From an optimization exercise on the open Yosys and OpenROAD flow, aimed at small area, a short achievable clock period and few clock cycles per item; shortcuts taken in it are not production practice. In this exercise RTL edits were held to simulation tests only and were not proved equivalent to the original. Power is estimated from default activity; no workload was simulated.

==> flow/design.v <==
`default_nettype none
package modexp_pkg;
    localparam int CFG_DATA_W = 32;
    localparam int CFG_IDX_W  = 2;
    localparam logic [CFG_IDX_W-1:0] CFG_EXPONENT = 2'd0;
    localparam logic [CFG_IDX_W-1:0] CFG_MODULUS  = 2'd1;
    localparam logic [CFG_DATA_W-1:0] EXPONENT_RESET = 32'd17;
    localparam logic [CFG_DATA_W-1:0] MODULUS_RESET  = 32'd3233;
    typedef enum logic [1:0] {
        MUL_BASE,     
        MUL_ACC_SQ,   
        MUL_SQ_SQ     
    } t_mul_op;
    typedef enum logic [1:0] {
        RES_BASE,
        RES_ZERO,
        RES_ACC
    } t_res_sel;
    typedef struct packed {
        logic     load;     
        logic     mul;      
        logic     red;      
        logic     wb;       
        logic     shift;    
        logic     res_we;   
        t_mul_op  op;
        t_res_sel res_sel;
    } t_dp_cmd;
    typedef struct packed {
        logic exp_lt2;
        logic mod_lt2;
        logic exp_lsb;
        logic exp_hi_zero;
    } t_dp_stat;
endpackage
`default_nettype wire
`default_nettype none
module modexp_ctrl
#(
    parameter int VALUE_WIDTH = 32
) (
    input  wire logic     i_clk,
    input  wire logic     i_rst_n,
    input  wire logic     i_start,
    input  modexp_pkg::t_dp_stat i_stat,
    output modexp_pkg::t_dp_cmd  o_cmd,
    output logic          o_busy,
    output logic          o_done
);
    localparam int CNT_W = $clog2(2 * VALUE_WIDTH);
    localparam logic [CNT_W-1:0] CNT_LAST = CNT_W'(2 * VALUE_WIDTH - 1);
    typedef enum logic [2:0] {
        S_IDLE,
        S_CHECK,
        S_MUL,
        S_RED,
        S_WB,
        S_BIT,
        S_NEXT
    } t_state;
    t_state           r_state, n_state;
    modexp_pkg::t_mul_op          r_op, n_op;
    logic [CNT_W-1:0] r_cnt, n_cnt;
    logic             r_done, n_done;
    always_comb begin
        n_state = r_state;
        n_op    = r_op;
        n_cnt   = r_cnt;
        n_done  = 1'b0;
        o_cmd   = '0;
        o_cmd.op      = r_op;
        o_cmd.res_sel = modexp_pkg::RES_ACC;
        case (r_state)
            S_IDLE: begin
                if (i_start) begin
                    o_cmd.load = 1'b1;
                    n_state    = S_CHECK;
                end
            end
            S_CHECK: begin
                if (i_stat.exp_lt2) begin
                    o_cmd.res_we  = 1'b1;
                    o_cmd.res_sel = modexp_pkg::RES_BASE;
                    n_done        = 1'b1;
                    n_state       = S_IDLE;
                end else if (i_stat.mod_lt2) begin
                    o_cmd.res_we  = 1'b1;
                    o_cmd.res_sel = modexp_pkg::RES_ZERO;
                    n_done        = 1'b1;
                    n_state       = S_IDLE;
                end else begin
                    n_op    = modexp_pkg::MUL_BASE;
                    n_state = S_MUL;
                end
            end
            S_MUL: begin
                o_cmd.mul = 1'b1;
                n_cnt     = '0;
                n_state   = S_RED;
            end
            S_RED: begin
                o_cmd.red = 1'b1;
                n_cnt     = r_cnt + CNT_W'(1);
                if (r_cnt == CNT_LAST) begin
                    n_state = S_WB;
                end
            end
            S_WB: begin
                o_cmd.wb = 1'b1;
                case (r_op)
                    modexp_pkg::MUL_BASE:   n_state = S_BIT;
                    modexp_pkg::MUL_ACC_SQ: n_state = S_NEXT;
                    modexp_pkg::MUL_SQ_SQ: begin
                        o_cmd.shift = 1'b1;
                        n_state     = S_BIT;
                    end
                    default:    n_state = S_IDLE;
                endcase
            end
            S_BIT: begin
                if (i_stat.exp_lsb) begin
                    n_op    = modexp_pkg::MUL_ACC_SQ;
                    n_state = S_MUL;
                end else begin
                    n_state = S_NEXT;
                end
            end
            S_NEXT: begin
                if (i_stat.exp_hi_zero) begin
                    o_cmd.res_we  = 1'b1;
                    o_cmd.res_sel = modexp_pkg::RES_ACC;
                    n_done        = 1'b1;
                    n_state       = S_IDLE;
                end else begin
                    n_op    = modexp_pkg::MUL_SQ_SQ;
                    n_state = S_MUL;
                end
            end
            default: n_state = S_IDLE;
        endcase
    end
    always_ff @(posedge i_clk) begin
        if (!i_rst_n) begin
            r_state <= S_IDLE;
            r_op    <= modexp_pkg::MUL_BASE;
            r_cnt   <= '0;
            r_done  <= 1'b0;
        end else begin
            r_state <= n_state;
            r_op    <= n_op;
            r_cnt   <= n_cnt;
            r_done  <= n_done;
        end
    end
    assign o_busy = (r_state != S_IDLE);
    assign o_done = r_done;
endmodule
`default_nettype wire
`default_nettype none
module modexp_dp
#(
    parameter int VALUE_WIDTH = 32
) (
    input  wire logic                   i_clk,
    input  wire logic                   i_rst_n,
    input  modexp_pkg::t_dp_cmd         i_cmd,
    input  wire logic [VALUE_WIDTH-1:0] i_base_value,
    input  wire logic                   i_is_last,
    input  wire logic [VALUE_WIDTH-1:0] i_exponent,
    input  wire logic [VALUE_WIDTH-1:0] i_modulus,
    output modexp_pkg::t_dp_stat        o_stat,
    output logic [VALUE_WIDTH-1:0]      o_power_value,
    output logic                        o_last_out
);
    localparam int W = VALUE_WIDTH;
    logic [W-1:0]   r_base, r_exp, r_acc, r_sq, r_rem, r_result;
    logic [2*W-1:0] r_prod;
    logic           r_last, r_last_out;
    logic [W-1:0]   mul_a, mul_b, rem_next;
    logic [2*W-1:0] prod;
    logic [W:0]     trial;
    always_comb begin
        case (i_cmd.op)
            modexp_pkg::MUL_BASE: begin
                mul_a = r_base;
                mul_b = W'(1);
            end
            modexp_pkg::MUL_ACC_SQ: begin
                mul_a = r_acc;
                mul_b = r_sq;
            end
            modexp_pkg::MUL_SQ_SQ: begin
                mul_a = r_sq;
                mul_b = r_sq;
            end
            default: begin
                mul_a = r_sq;
                mul_b = r_sq;
            end
        endcase
    end
    assign prod = (2*W)'(mul_a) * (2*W)'(mul_b);
    assign trial    = {r_rem, r_prod[2*W-1]};
    assign rem_next = (trial >= {1'b0, i_modulus}) ? W'(trial - {1'b0, i_modulus})
                                                   : trial[W-1:0];
    always_ff @(posedge i_clk) begin
        if (i_cmd.load) begin
            r_base <= i_base_value;
            r_exp  <= i_exponent;
            r_acc  <= W'(1);
            r_last <= i_is_last;
        end
        if (i_cmd.mul) begin
            r_prod <= prod;
            r_rem  <= '0;
        end
        if (i_cmd.red) begin
            r_prod <= {r_prod[2*W-2:0], 1'b0};
            r_rem  <= rem_next;
        end
        if (i_cmd.wb) begin
            if (i_cmd.op == modexp_pkg::MUL_ACC_SQ) begin
                r_acc <= r_rem;
            end else begin
                r_sq <= r_rem;
            end
        end
        if (i_cmd.shift) begin
            r_exp <= {1'b0, r_exp[W-1:1]};
        end
        if (i_cmd.res_we) begin
            r_last_out <= r_last;
            case (i_cmd.res_sel)
                modexp_pkg::RES_BASE: r_result <= r_base;
                modexp_pkg::RES_ZERO: r_result <= '0;
                modexp_pkg::RES_ACC:  r_result <= r_acc;
                default:  r_result <= '0;
            endcase
        end
    end
    assign o_stat.exp_lt2     = (i_exponent[W-1:1] == '0);
    assign o_stat.mod_lt2     = (i_modulus[W-1:1] == '0);
    assign o_stat.exp_lsb     = r_exp[0];
    assign o_stat.exp_hi_zero = (r_exp[W-1:1] == '0);
    assign o_power_value = r_result;
    assign o_last_out    = r_last_out;
endmodule
`default_nettype wire
`default_nettype none
module modular_exponentiation_unit
#(
    parameter int VALUE_WIDTH = 32
) (
    input  wire logic                   i_clk,
    input  wire logic                   i_rst_n,
    input  wire logic                   i_start,
    input  wire logic [VALUE_WIDTH-1:0] i_base_value,
    input  wire logic                   i_is_last,
    output logic                        o_busy,
    output logic                        o_done,
    output logic [VALUE_WIDTH-1:0]      o_power_value,
    output logic                        o_last_out,
    input  wire logic                   i_cfg_we,
    input  wire logic [modexp_pkg::CFG_IDX_W-1:0]  i_cfg_index,
    input  wire logic [modexp_pkg::CFG_DATA_W-1:0] i_cfg_data
);
    logic [VALUE_WIDTH-1:0] r_exponent, r_modulus;
    modexp_pkg::t_dp_cmd                cmd;
    modexp_pkg::t_dp_stat               stat;
    always_ff @(posedge i_clk) begin
        if (!i_rst_n) begin
            r_exponent <= modexp_pkg::EXPONENT_RESET[VALUE_WIDTH-1:0];
            r_modulus  <= modexp_pkg::MODULUS_RESET[VALUE_WIDTH-1:0];
        end else if (i_cfg_we) begin
            case (i_cfg_index)
                modexp_pkg::CFG_EXPONENT: r_exponent <= i_cfg_data[VALUE_WIDTH-1:0];
                modexp_pkg::CFG_MODULUS:  r_modulus  <= i_cfg_data[VALUE_WIDTH-1:0];
                default: ;
            endcase
        end
    end
    modexp_ctrl #(
        .VALUE_WIDTH(VALUE_WIDTH)
    ) u_ctrl (
        .i_clk   (i_clk),
        .i_rst_n (i_rst_n),
        .i_start (i_start),
        .i_stat  (stat),
        .o_cmd   (cmd),
        .o_busy  (o_busy),
        .o_done  (o_done)
    );
    modexp_dp #(
        .VALUE_WIDTH(VALUE_WIDTH)
    ) u_dp (
        .i_clk         (i_clk),
        .i_rst_n       (i_rst_n),
        .i_cmd         (cmd),
        .i_base_value  (i_base_value),
        .i_is_last     (i_is_last),
        .i_exponent    (r_exponent),
        .i_modulus     (r_modulus),
        .o_stat        (stat),
        .o_power_value (o_power_value),
        .o_last_out    (o_last_out)
    );
endmodule
`default_nettype wire
==> flow/run.sh <==
#!/bin/bash
# synth_recipe.tcl (not shown) runs the flow's synth.tcl, then flattens the netlist and writes it again
# the make line also repeats each setting of config.mk as NAME=value (left out here)
make -C /OpenROAD-flow-scripts/flow DESIGN_CONFIG=/design/flow/config.mk WORK_HOME=/design/flow/orfs CLKGATE_MAP_FILE= SYNTH_SCRIPT=/design/flow/synth_recipe.tcl finish
==> flow/config.mk <==
export PLATFORM = sky130hd
export DESIGN_NAME = modular_exponentiation_unit
export DESIGN_NICKNAME = modular_exponentiation_unit
export VERILOG_FILES = /design/flow/design.v
export SDC_FILE = /design/flow/constraint.sdc
export NUM_CORES = 4
export LEC_CHECK = 0
export CAP_MARGIN = 20
export CORE_MARGIN = 2
export CORE_UTILIZATION = 40
export SLEW_MARGIN = 20
==> flow/constraint.sdc <==
create_clock -name core_clock -period 9.0 [get_ports {i_clk}]
set_input_delay 1.8000 -clock core_clock [delete_from_list [all_inputs] [get_ports {i_clk}]]
set_output_delay 1.8000 -clock core_clock [all_outputs]
set_load 0.01 [all_outputs]
==> key figures <==
Outcome
  • Status: timing/DRC/antenna clean

Critical path
  • Critical path arrival: 9.12 ns
  • Maximum fanout along the worst path: 51
  • CP max stage delay: 0.63 ns
  • Crit Reg-Reg Startpoint: u_ctrl.r_op[0]
  • Critical Path Slowest Stage Cell: nand2_1
  • Reg2reg setup slack: 0.21 ns
  • CP dominant cell by count: fa_1
  • R2r worst-path depth: 28
  • CP required: 9.33 ns
  • Crit path buf inv count: 5
  • Setup crit end kind: flop
  • Top delay family on crit path: adder cells
  • FF-to-FF End: u_dp.r_prod[60]
  • Setup CP Type: flop to flop
  • Worst setup SP type: flop

Timing
  • Hold violation count in the final report: 0
  • Crit path time final: 8.79 ns
  • Final worst path period share: 97.7%
  • Final setup fails: 0
  • Slew margin rel.: 23.5%
  • Final setup skew: 0.0664 ns
  • Final setup margin: 0.207 ns
  • Fin. max-slew vios: 0
  • Highest Clock Rate: 114 MHz
  • Worst Tran Pin Value: 1.14 ns
  • Setup TNS: 0 ns

Logic synthesis
  • Dominant cell type by area after synthesis: fa_1
  • Avg Cell Area, Syn: 9.26 um^2
  • Most used DFF post-synth: edfxtp_1
  • Synth top area share: 38.1%
  • Synthesis warning total: 3
  • Cell Area, Synth: 0.0471 mm^2
  • Post-Syn Instances: 5084
  • Syn_nets: 6348
  • Synth top cells by count: inv_1, fa_1, nor2_1
  • Cell with the most instances after synthesis: inv_1
  • Seq/Total Area, Yosys: 19.0%
  • Synth area leaders: fa_1, edfxtp_1, ha_1
  • Flops & latches, synth: 334
  • Number of synthesized flops with an enable pin: 224
  • Asr flop ratio synth: 0%
  • Yosys cell types: 74

Drt
  • Routed WL per cell: 23.4 um
  • Vias: 36700
  • DR iter-0 viols: 3475
  • DRC: 0
  • First-pass iteration count of the detailed router: 6
  • Final wirelength: 158000 um
  • Detail Route Antenna Nets: 0
  • Vias per inst: 5.42

Placed design
  • Placed Cells: 6699
  • DP Area: 0.0514 mm^2
  • RD Place Congestion: 1.02
  • Place WS: -0.339 ns
  • HPWL after DPL: 132000 um
  • IO buf count: 105

Clocking
  • CTS tree: yes
  • Clock transition at path regs: 0.06 ns
  • CTS H-tree lvls: 2
  • CTS Buffer Depth: 3
  • CTS Sinks: 334
  • Cts bufs inserted: 39
  • Clock Root Buffer: clkbuf_16
  • Clock latency (worst-skew pair): 0.62 ns

Min path
  • HP Start: u_dp.r_last
  • Worst Hold Path EP: u_dp.r_last_out
  • WHS Path Cells: 0
  • Hold Crit Class: flop to flop

Floorplanning
  • Die footprint: 0.121 mm^2
  • Cell row count: 125
  • Core Area: 0.117 mm^2
  • Height of the die: 347 um
  • Starting density of the core: 40.4%
  • Ports: 106
  • Die Wd: 347 um

Layout
  • P&R area growth vs syn: 12.5%
  • Final Net Count: 6483
  • Final Non-Filler Cells: 6774
  • Post-route cell area: 0.0530 mm^2
  • Share of cells above drive strength 1: 9.07%

GRT
  • First-pass GRT wire length: 241000 um
  • Gr ovfl total: 0
  • Initial antenna violation count: 2
  • Vias in the first global route: 38000
  • All-Layer GR Usage: 26.8%
  • Largest net degree at the start of global routing: 77

Power and ir drop
  • PwrDens: 355 mW/mm^2
  • Maximum vdd drop: 0.000342 V
  • Design Power: 0.0188 W
  • Leak: 25.2 nW

Run
  • Max-cap violations: 0
## layout by cell type (no fill, tap or decap), types with 11 or more instances in the layout
cell,count
a21boi_0,61
a21o_1,47
a21oi_1,158
a22o_1,68
buf_12,24
buf_4,218
clkbuf_16,39
clkdlybuf4s50_1,104
dfxtp_1,107
edfxtp_1,224
fa_1,897
ha_1,294
inv_1,923
mux2_2,31
mux2i_1,34
nand2_1,642
nand2b_1,11
nand3_1,44
nand4_1,18
nor2_1,746
nor2b_1,19
nor3_1,17
nor4_1,21
o211ai_1,13
o21a_1,11
o21ai_0,80
o21ai_1,20
o21bai_1,14
o22ai_2,22
or2_2,26
xnor2_1,56
xor2_1,33
## cell families after synthesis
group                      count (synthesis)  synth area share [%]
buffers and inverters                   1190                  9.53
DFF                                      334                  19.0
AOI/OAI and AO/OA                        604                  8.64
muxes                                     65                  1.46
and+or+nand+nor                         1609                  13.8
adders and majority gates               1193                  46.0
xor gates and xnor gates                  89                  1.66
## per-layer routing
layer / up-vias / wire [um] / GRT usage [%]
met2: 1737 / 68600 / 40.7
met5: - / 27 / 0
li1: 16000 / - / -
met3: 262 / 17700 / 7.10
met4: 4 / 5210 / 7.84
met1: 18700 / 66900 / 37.5
## cell type report
cell class              count  area [um^2]
multi-input cells        3560        34100
well taps                1524         1910
fillers                 11100        63500
clock buffers              53         1100
inverters                 927         3480
diodes                      1         2.50
flip-flops and latches    334         8930
repair buffers            357         3290
clock inverters            18          169
## stage by stage
step / util [%] / hold WS, ns
6_report: 45.5 / 0.429
2_1_floorplan: - / 0.400
3_3_place_gp: 44.1 / 0.406
4_1_cts: 45.3 / 0.435
3_5_place_dp: 44.2 / 0.418
5_1_grt: 45.5 / 0.435
## where the power goes
| group | switching [W] | internal (W) | leakage [nW] | total [W] |
|---|---|---|---|---|
| Clock | 0.000685 | 0.000874 | 0.613 | 0.00156 |
| Sequential | 0.000110 | 0.00189 | 2.95 | 0.00200 |
| Combinational | 0.00947 | 0.00578 | 21.6 | 0.0153 |
| Total | 0.0103 | 0.00855 | 25.2 | 0.0188 |
## worst max path at each step
stage	startpoint	end	cells past startpoint
floorplan	u_ctrl.r_op[1]	u_dp.r_prod[63]	30
global placement	u_ctrl.r_op[0]	u_dp.r_prod[62]	27
detailed placement	u_ctrl.r_op[0]	u_dp.r_prod[62]	27
CTS	u_ctrl.r_op[0]	u_dp.r_prod[63]	27
global route	u_ctrl.r_op[1]	u_dp.r_prod[57]	31
finish	u_ctrl.r_op[0]	u_dp.r_prod[60]	28
## registers in the layout, summed over array words and instances (netlist names), 2 cells and up
name,flops
u_dp.r_base,32
u_dp.r_result,32
u_dp.r_prod,64
u_ctrl.r_op,2
u_ctrl.r_cnt,6
u_dp.r_sq,32
u_dp.r_acc,32
r_modulus,32
u_ctrl.r_state,3
u_dp.r_rem,32
r_exponent,32
u_dp.r_exp,32
## what timing repair did
| action | CTS | global route |
|---|---|---|
| endpoints found under the setup margin | 24 | 27 |
| hold buffers | 0 | 0 |
| gates cloned | 0 | 0 |
| gates resized for setup | 8 | 54 |
| pin swaps | 0 | 3 |
| buffers inserted | 0 | 3 |
Testbench counts, summed over its fixed seeds: cycles 819,416, items 256.

[what the ideal ports hide]
How much do the figures lean on ideal ports? The routed layout below was timed once more, with nothing changed but the port constraints.
Step 1 (the two cells are an assumption about what drives the block):
set clk [get_ports {i_clk}]
set_driving_cell -lib_cell sky130_fd_sc_hd__clkbuf_16 $clk
set_driving_cell -lib_cell sky130_fd_sc_hd__buf_2 [delete_from_list [all_inputs] $clk]
Step 2 times the ports against the registers' clock, not the clock port: input delays grow and output delays shrink by t, the midpoint of the rising clock arrivals with the driver on.
a / b / c = ideal ports / drivers / drivers and shift; a / b = the first two.
t, ns: 0.661
setup slack, ns: 0.207 / 0.207 / 0.207
worst setup path after step 2: register to register
latest minus earliest clock arrival (ns): 0.067 / 0.066
slew at the worst register clock pin (ns): 0.06 / 0.06
After both steps this run still meets setup and hold. The setup slack of this run moves by 0.000 ns with the drivers and by 0.000 ns with both steps.
